From an optimization exercise on the open Yosys and OpenROAD flow, aimed at small area, a short achievable clock period and few clock cycles per item; shortcuts taken in it are not production practice.

==> inputs of build 59 <==
==> flow/design.v (excerpt) <==
module conv_pair_top (
    input  logic                 clk_i,
    input  logic                 reset_i,
    input  logic                 win_valid_i,
    input  logic [127:0]         win_i,            
    output logic                 credit_o,
    input  logic                 credit_i,
    output logic                 result_valid_o,
    output logic [31:0]          result_o          
);
    logic [1:0][16:0] row_raw;     
    logic [15:0] pa0;
    logic [15:0] pb0;
    logic [15:0] pc0;
    logic [15:0] pd0;
    logic [4:0] v0;
    logic s0_1;
    logic k0_2;
    logic s0_3;
    logic k0_4;
    logic s0_5;
    logic k0_6;
    logic s0_7;
    logic k0_8;
    logic s0_9;
    logic k0_10;
    logic s0_11;
    logic k0_12;
    logic s0_13;
    logic k0_14;
    logic s0_15;
    logic k0_16;
    logic s0_17;
    logic k0_18;
    logic s0_19;
    logic k0_20;
    logic s0_21;
    logic k0_22;
    logic s0_23;
    logic k0_24;
    logic s0_25;
    logic k0_26;
    logic s0_27;
    logic k0_28;
    logic s0_29;
    logic k0_30;
    logic s0_31;
    logic k0_32;
  ...
clock: 10.0 ns
lec_check: 0
cap_margin: 20
core_margin: 2
core_utilization: 50
cts_buf_list: sky130_fd_sc_hd__clkbuf_4 sky130_fd_sc_hd__clkbuf_8
place_density: 0.75
setup_slack_margin: 5.0
slew_margin: 20
synth_hierarchical: 1
synth_minimum_keep_size: 0
standard.sh (not shown) runs the stock make flow with config.mk's settings and CLKGATE_MAP_FILE= SYNTH_SCRIPT=/design/flow/synth_recipe.tcl, a recipe that flattens the netlist after the stock synthesis.
==> flow/flow/run.sh <==
#!/bin/bash
set -euo pipefail
bash standard.sh SETUP_SLACK_MARGIN=5.3 BUFFER_PORTS_ARGS="-buffer_cell sky130_fd_sc_hd__buf_1" finish > make.log 2>&1
==> build 67: changes against build 59 <==
--- a/flow/design.v
+++ b/flow/design.v
@@ -62,14 +62,15 @@
 );
     logic [1:0][16:0] row_raw;     
     logic [15:0] pa0;
     logic [15:0] pb0;
     logic [15:0] pc0;
     logic [15:0] pd0;
     logic [4:0] v0;
+    logic [3:0] u0;
     logic s0_1;
     logic k0_2;
     logic s0_3;
     logic k0_4;
     logic s0_5;
     logic k0_6;
     logic s0_7;
@@ -299,14 +300,15 @@
     logic n0_224;
     logic neg0, nz0;
     logic [15:0] pa1;
     logic [15:0] pb1;
     logic [15:0] pc1;
     logic [15:0] pd1;
     logic [4:0] v1;
+    logic [3:0] u1;
     logic s1_225;
     logic k1_226;
     logic s1_227;
     logic k1_228;
     logic s1_229;
     logic k1_230;
     logic s1_231;
@@ -536,14 +538,15 @@
     logic n1_448;
     logic neg1, nz1;
     assign pa0 = win_i[0 +: 16];   
     assign pb0 = win_i[16 +: 16];   
     assign pc0 = win_i[48 +: 16];   
     assign pd0 = win_i[64 +: 16];   
     conv_sign_word i_v0 (.a15(pa0[15]), .b15(pb0[15]), .c15(pc0[15]), .d15(pd0[15]), .v(v0));
+    assign u0 = 4'd1 - {3'd0, pa0[15]} + 4'd3 * {3'd0, pb0[15]} + 4'd3 * {3'd0, pc0[15]} + 4'd2 * {3'd0, pd0[15]};
     assign s0_1 = ~(pb0[0] ^ pc0[0]);
     assign k0_2 = pb0[0] | pc0[0];
     assign s0_3 = ~(pb0[1] ^ pb0[0]);
     assign k0_4 = pb0[1] | pb0[0];
     conv_fa i_s0_5 (.a(pc0[1]), .b(pc0[0]), .c(pd0[0]), .s(s0_5), .co(k0_6));
     conv_fa i_s0_7 (.a(~pa0[1]), .b(k0_2), .c(s0_3), .s(s0_7), .co(k0_8));
     conv_fa i_s0_9 (.a(pb0[2]), .b(pb0[1]), .c(pc0[2]), .s(s0_9), .co(k0_10));
@@ -649,15 +652,15 @@
     assign z0[4] = 1'b0;
     conv_nand2 i_gn0_0 (.a(~pa0[0]), .b(s0_1), .y(gn0[0]));
     conv_nor2 i_tn0_0 (.a(~pa0[0]), .b(s0_1), .y(tn0[0]));
     conv_xor2 i_p0_0 (.a(~pa0[0]), .b(s0_1), .y(p0[0]));
     conv_nand2 i_gn0_1 (.a(s0_5), .b(s0_7), .y(gn0[1]));
     conv_nor2 i_tn0_1 (.a(s0_5), .b(s0_7), .y(tn0[1]));
     conv_xor2 i_p0_1 (.a(s0_5), .b(s0_7), .y(p0[1]));
-    assign gn0[2] = 1'b1;
+    assign gn0[2] = ~(s0_15 & 1'b0);
     assign tn0[2] = ~(s0_15 | 1'b0);
     assign p0[2] = s0_15 ^ 1'b0;
     conv_nand2 i_gn0_3 (.a(k0_16), .b(s0_23), .y(gn0[3]));
     conv_nor2 i_tn0_3 (.a(k0_16), .b(s0_23), .y(tn0[3]));
     conv_xor2 i_p0_3 (.a(k0_16), .b(s0_23), .y(p0[3]));
     conv_nand2 i_gn0_4 (.a(k0_24), .b(s0_31), .y(gn0[4]));
     conv_nor2 i_tn0_4 (.a(k0_24), .b(s0_31), .y(tn0[4]));
@@ -690,17 +693,17 @@
     conv_nor2 i_tn0_13 (.a(k0_96), .b(s0_103), .y(tn0[13]));
     conv_xor2 i_p0_13 (.a(k0_96), .b(s0_103), .y(p0[13]));
     conv_nand2 i_gn0_14 (.a(k0_104), .b(s0_111), .y(gn0[14]));
     conv_nor2 i_tn0_14 (.a(k0_104), .b(s0_111), .y(tn0[14]));
     conv_xor2 i_p0_14 (.a(k0_104), .b(s0_111), .y(p0[14]));
     conv_oai21 i_n0_121 (.a1(tn0[1]), .a2(gn0[0]), .b1(gn0[1]), .y(n0_121));
     conv_nor2 i_n0_122 (.a(tn0[1]), .b(tn0[0]), .y(n0_122));
-    assign n0_123 = ~((tn0[2] | gn0[1]) & 1'b1);
+    conv_oai21 i_n0_123 (.a1(tn0[2]), .a2(gn0[1]), .b1(gn0[2]), .y(n0_123));
     conv_nor2 i_n0_124 (.a(tn0[2]), .b(tn0[1]), .y(n0_124));
-    assign n0_125 = ~((tn0[3] | 1'b1) & gn0[3]);
+    conv_oai21 i_n0_125 (.a1(tn0[3]), .a2(gn0[2]), .b1(gn0[3]), .y(n0_125));
     conv_nor2 i_n0_126 (.a(tn0[3]), .b(tn0[2]), .y(n0_126));
     conv_oai21 i_n0_127 (.a1(tn0[4]), .a2(gn0[3]), .b1(gn0[4]), .y(n0_127));
     conv_nor2 i_n0_128 (.a(tn0[4]), .b(tn0[3]), .y(n0_128));
     conv_oai21 i_n0_129 (.a1(tn0[5]), .a2(gn0[4]), .b1(gn0[5]), .y(n0_129));
     conv_nor2 i_n0_130 (.a(tn0[5]), .b(tn0[4]), .y(n0_130));
     conv_oai21 i_n0_131 (.a1(tn0[6]), .a2(gn0[5]), .b1(gn0[6]), .y(n0_131));
     conv_nor2 i_n0_132 (.a(tn0[6]), .b(tn0[5]), .y(n0_132));
@@ -810,23 +813,23 @@
     conv_xor2 i_hp0_0 (.a(k0_112), .b(s0_117), .y(hp0[0]));
     conv_nand2 i_hgn0_1 (.a(k0_118), .b(s0_119), .y(hgn0[1]));
     conv_nor2 i_htn0_1 (.a(k0_118), .b(s0_119), .y(htn0[1]));
     conv_xor2 i_hp0_1 (.a(k0_118), .b(s0_119), .y(hp0[1]));
     conv_nand2 i_hgn0_2 (.a(v0[2]), .b(k0_120), .y(hgn0[2]));
     conv_nor2 i_htn0_2 (.a(v0[2]), .b(k0_120), .y(htn0[2]));
     conv_xor2 i_hp0_2 (.a(v0[2]), .b(k0_120), .y(hp0[2]));
-    assign hgn0[3] = 1'b1;
+    assign hgn0[3] = ~(v0[3] & 1'b0);
     assign htn0[3] = ~(v0[3] | 1'b0);
     assign hp0[3] = v0[3] ^ 1'b0;
-    assign hgn0[4] = 1'b1;
+    assign hgn0[4] = ~(v0[4] & 1'b0);
     assign htn0[4] = ~(v0[4] | 1'b0);
     assign hp0[4] = v0[4] ^ 1'b0;
     conv_oai21 i_n0_219 (.a1(htn0[1]), .a2(hgn0[0]), .b1(hgn0[1]), .y(n0_219));
     conv_nor2 i_n0_220 (.a(htn0[1]), .b(htn0[0]), .y(n0_220));
-    assign n0_221 = ~((htn0[3] | hgn0[2]) & 1'b1);
+    conv_oai21 i_n0_221 (.a1(htn0[3]), .a2(hgn0[2]), .b1(hgn0[3]), .y(n0_221));
     conv_nor2 i_n0_222 (.a(htn0[3]), .b(htn0[2]), .y(n0_222));
     conv_aoi21 i_n0_223 (.a1(n0_222), .a2(n0_219), .b1(n0_221), .y(n0_223));
     conv_nand2 i_n0_224 (.a(n0_222), .b(n0_220), .y(n0_224));
     assign neg0_0 = hp0[4] ^ ~n0_223;
     assign neg1_0 = hp0[4] ^ ~(n0_223 & n0_224);
     conv_mux2i i_neg0 (.a0(neg1_0), .a1(neg0_0), .s(n0_217), .y(neg0));   
     assign nz0_0 = hp0[0] | (|(hp0[4:1] ^ ~htn0[3:0]));
@@ -834,14 +837,15 @@
     conv_mux2i i_nz0 (.a0(nz1_0), .a1(nz0_0), .s(n0_217), .y(nz0));   
     assign row_raw[0] = {neg0, nz0, lo0};
     assign pa1 = win_i[32 +: 16];   
     assign pb1 = win_i[48 +: 16];   
     assign pc1 = win_i[80 +: 16];   
     assign pd1 = win_i[96 +: 16];   
     conv_sign_word i_v1 (.a15(pa1[15]), .b15(pb1[15]), .c15(pc1[15]), .d15(pd1[15]), .v(v1));
+    assign u1 = 4'd1 - {3'd0, pa1[15]} + 4'd3 * {3'd0, pb1[15]} + 4'd3 * {3'd0, pc1[15]} + 4'd2 * {3'd0, pd1[15]};
     assign s1_225 = ~(pb1[0] ^ pc1[0]);
     assign k1_226 = pb1[0] | pc1[0];
     assign s1_227 = ~(pb1[1] ^ pb1[0]);
     assign k1_228 = pb1[1] | pb1[0];
     conv_fa i_s1_229 (.a(pc1[1]), .b(pc1[0]), .c(pd1[0]), .s(s1_229), .co(k1_230));
     conv_fa i_s1_231 (.a(~pa1[1]), .b(k1_226), .c(s1_227), .s(s1_231), .co(k1_232));
     conv_fa i_s1_233 (.a(pb1[2]), .b(pb1[1]), .c(pc1[2]), .s(s1_233), .co(k1_234));
@@ -947,15 +951,15 @@
     assign z1[4] = 1'b0;
     conv_nand2 i_gn1_0 (.a(~pa1[0]), .b(s1_225), .y(gn1[0]));
     conv_nor2 i_tn1_0 (.a(~pa1[0]), .b(s1_225), .y(tn1[0]));
     conv_xor2 i_p1_0 (.a(~pa1[0]), .b(s1_225), .y(p1[0]));
     conv_nand2 i_gn1_1 (.a(s1_229), .b(s1_231), .y(gn1[1]));
     conv_nor2 i_tn1_1 (.a(s1_229), .b(s1_231), .y(tn1[1]));
     conv_xor2 i_p1_1 (.a(s1_229), .b(s1_231), .y(p1[1]));
-    assign gn1[2] = 1'b1;
+    assign gn1[2] = ~(s1_239 & 1'b0);
     assign tn1[2] = ~(s1_239 | 1'b0);
     assign p1[2] = s1_239 ^ 1'b0;
     conv_nand2 i_gn1_3 (.a(k1_240), .b(s1_247), .y(gn1[3]));
     conv_nor2 i_tn1_3 (.a(k1_240), .b(s1_247), .y(tn1[3]));
     conv_xor2 i_p1_3 (.a(k1_240), .b(s1_247), .y(p1[3]));
     conv_nand2 i_gn1_4 (.a(k1_248), .b(s1_255), .y(gn1[4]));
     conv_nor2 i_tn1_4 (.a(k1_248), .b(s1_255), .y(tn1[4]));
@@ -988,17 +992,17 @@
     conv_nor2 i_tn1_13 (.a(k1_320), .b(s1_327), .y(tn1[13]));
     conv_xor2 i_p1_13 (.a(k1_320), .b(s1_327), .y(p1[13]));
     conv_nand2 i_gn1_14 (.a(k1_328), .b(s1_335), .y(gn1[14]));
     conv_nor2 i_tn1_14 (.a(k1_328), .b(s1_335), .y(tn1[14]));
     conv_xor2 i_p1_14 (.a(k1_328), .b(s1_335), .y(p1[14]));
     conv_oai21 i_n1_345 (.a1(tn1[1]), .a2(gn1[0]), .b1(gn1[1]), .y(n1_345));
     conv_nor2 i_n1_346 (.a(tn1[1]), .b(tn1[0]), .y(n1_346));
-    assign n1_347 = ~((tn1[2] | gn1[1]) & 1'b1);
+    conv_oai21 i_n1_347 (.a1(tn1[2]), .a2(gn1[1]), .b1(gn1[2]), .y(n1_347));
     conv_nor2 i_n1_348 (.a(tn1[2]), .b(tn1[1]), .y(n1_348));
-    assign n1_349 = ~((tn1[3] | 1'b1) & gn1[3]);
+    conv_oai21 i_n1_349 (.a1(tn1[3]), .a2(gn1[2]), .b1(gn1[3]), .y(n1_349));
     conv_nor2 i_n1_350 (.a(tn1[3]), .b(tn1[2]), .y(n1_350));
     conv_oai21 i_n1_351 (.a1(tn1[4]), .a2(gn1[3]), .b1(gn1[4]), .y(n1_351));
     conv_nor2 i_n1_352 (.a(tn1[4]), .b(tn1[3]), .y(n1_352));
     conv_oai21 i_n1_353 (.a1(tn1[5]), .a2(gn1[4]), .b1(gn1[5]), .y(n1_353));
     conv_nor2 i_n1_354 (.a(tn1[5]), .b(tn1[4]), .y(n1_354));
     conv_oai21 i_n1_355 (.a1(tn1[6]), .a2(gn1[5]), .b1(gn1[6]), .y(n1_355));
     conv_nor2 i_n1_356 (.a(tn1[6]), .b(tn1[5]), .y(n1_356));
@@ -1108,23 +1112,23 @@
     conv_xor2 i_hp1_0 (.a(k1_336), .b(s1_341), .y(hp1[0]));
     conv_nand2 i_hgn1_1 (.a(k1_342), .b(s1_343), .y(hgn1[1]));
     conv_nor2 i_htn1_1 (.a(k1_342), .b(s1_343), .y(htn1[1]));
     conv_xor2 i_hp1_1 (.a(k1_342), .b(s1_343), .y(hp1[1]));
     conv_nand2 i_hgn1_2 (.a(v1[2]), .b(k1_344), .y(hgn1[2]));
     conv_nor2 i_htn1_2 (.a(v1[2]), .b(k1_344), .y(htn1[2]));
     conv_xor2 i_hp1_2 (.a(v1[2]), .b(k1_344), .y(hp1[2]));
-    assign hgn1[3] = 1'b1;
+    assign hgn1[3] = ~(v1[3] & 1'b0);
     assign htn1[3] = ~(v1[3] | 1'b0);
     assign hp1[3] = v1[3] ^ 1'b0;
-    assign hgn1[4] = 1'b1;
+    assign hgn1[4] = ~(v1[4] & 1'b0);
     assign htn1[4] = ~(v1[4] | 1'b0);
     assign hp1[4] = v1[4] ^ 1'b0;
     conv_oai21 i_n1_443 (.a1(htn1[1]), .a2(hgn1[0]), .b1(hgn1[1]), .y(n1_443));
     conv_nor2 i_n1_444 (.a(htn1[1]), .b(htn1[0]), .y(n1_444));
-    assign n1_445 = ~((htn1[3] | hgn1[2]) & 1'b1);
+    conv_oai21 i_n1_445 (.a1(htn1[3]), .a2(hgn1[2]), .b1(hgn1[3]), .y(n1_445));
     conv_nor2 i_n1_446 (.a(htn1[3]), .b(htn1[2]), .y(n1_446));
     conv_aoi21 i_n1_447 (.a1(n1_446), .a2(n1_443), .b1(n1_445), .y(n1_447));
     conv_nand2 i_n1_448 (.a(n1_446), .b(n1_444), .y(n1_448));
     assign neg0_1 = hp1[4] ^ ~n1_447;
     assign neg1_1 = hp1[4] ^ ~(n1_447 & n1_448);
     conv_mux2i i_neg1 (.a0(neg1_1), .a1(neg0_1), .s(n1_441), .y(neg1));   
     assign nz0_1 = hp1[0] | (|(hp1[4:1] ^ ~htn1[3:0]));
==> flow/flow/run.sh (replaced) <==
#!/bin/bash
# Standard layout (the standard.sh, all ORFS steps), except that the port buffers are
# buf_1 cells instead of the delay buffers buffer_ports picks by default.
# Each tool's full output is in orfs/logs/; make's own output is in make.log.
set -euo pipefail
bash standard.sh BUFFER_PORTS_ARGS="-buffer_cell sky130_fd_sc_hd__buf_1" finish > make.log 2>&1
- CORE_UTILIZATION: 50 -> 55
- PLACE_DENSITY: 0.75 -> unset
==> run notes <==
Against build 67, the register-to-register slack of build 59 is better by 0.24 ns. Against build 59, the via count of build 67 is higher by 0.39%. Sequential share of layout area is about the same in build 59 and build 67. In cell area, build 67 and build 59 hardly differ. In critical path depth, build 67 and build 59 do not differ. Build 67 finished clean. Build 59 went through all stages and came out clean. In build 59 the area after synthesis is lower than in build 67, by 0.28%.
Function was not checked in any run of this note: the RTL went through the layout flow alone.

[afterwards: timing with drivers on the ports]
The flow's constraints put no driver on any port. The routed layouts listed below were extracted and timed again, unchanged, in two steps. Step 1 sets driving cells, clkbuf_16 on the clock port and buf_2 on the other inputs (assumed; they add their load-dependent delay and slew). Step 2 also shifts input and output timing later by t, the mid clock arrival at the registers, as if the neighbouring blocks saw the same clock. a / b / c = ideal ports / drivers / drivers and shift; a / b = the first two.
| run | t (ns) | setup WS [ns] | clock arrival spread, ns | slew at the worst register clock pin (ns) |
|---|---|---|---|---|
| build 59 | 0.389 | 5.378 / 5.389 / 5.001 | 0.007 / 0.007 | 0.08 / 0.08 |
| build 67 | 0.387 | 5.238 / 5.250 / 4.863 | 0.008 / 0.008 | 0.08 / 0.08 |
After both steps setup and hold are still met in every run listed. The setup slack of build 59, which loses most, moves by +0.011 ns with the drivers and by -0.377 ns with both steps.
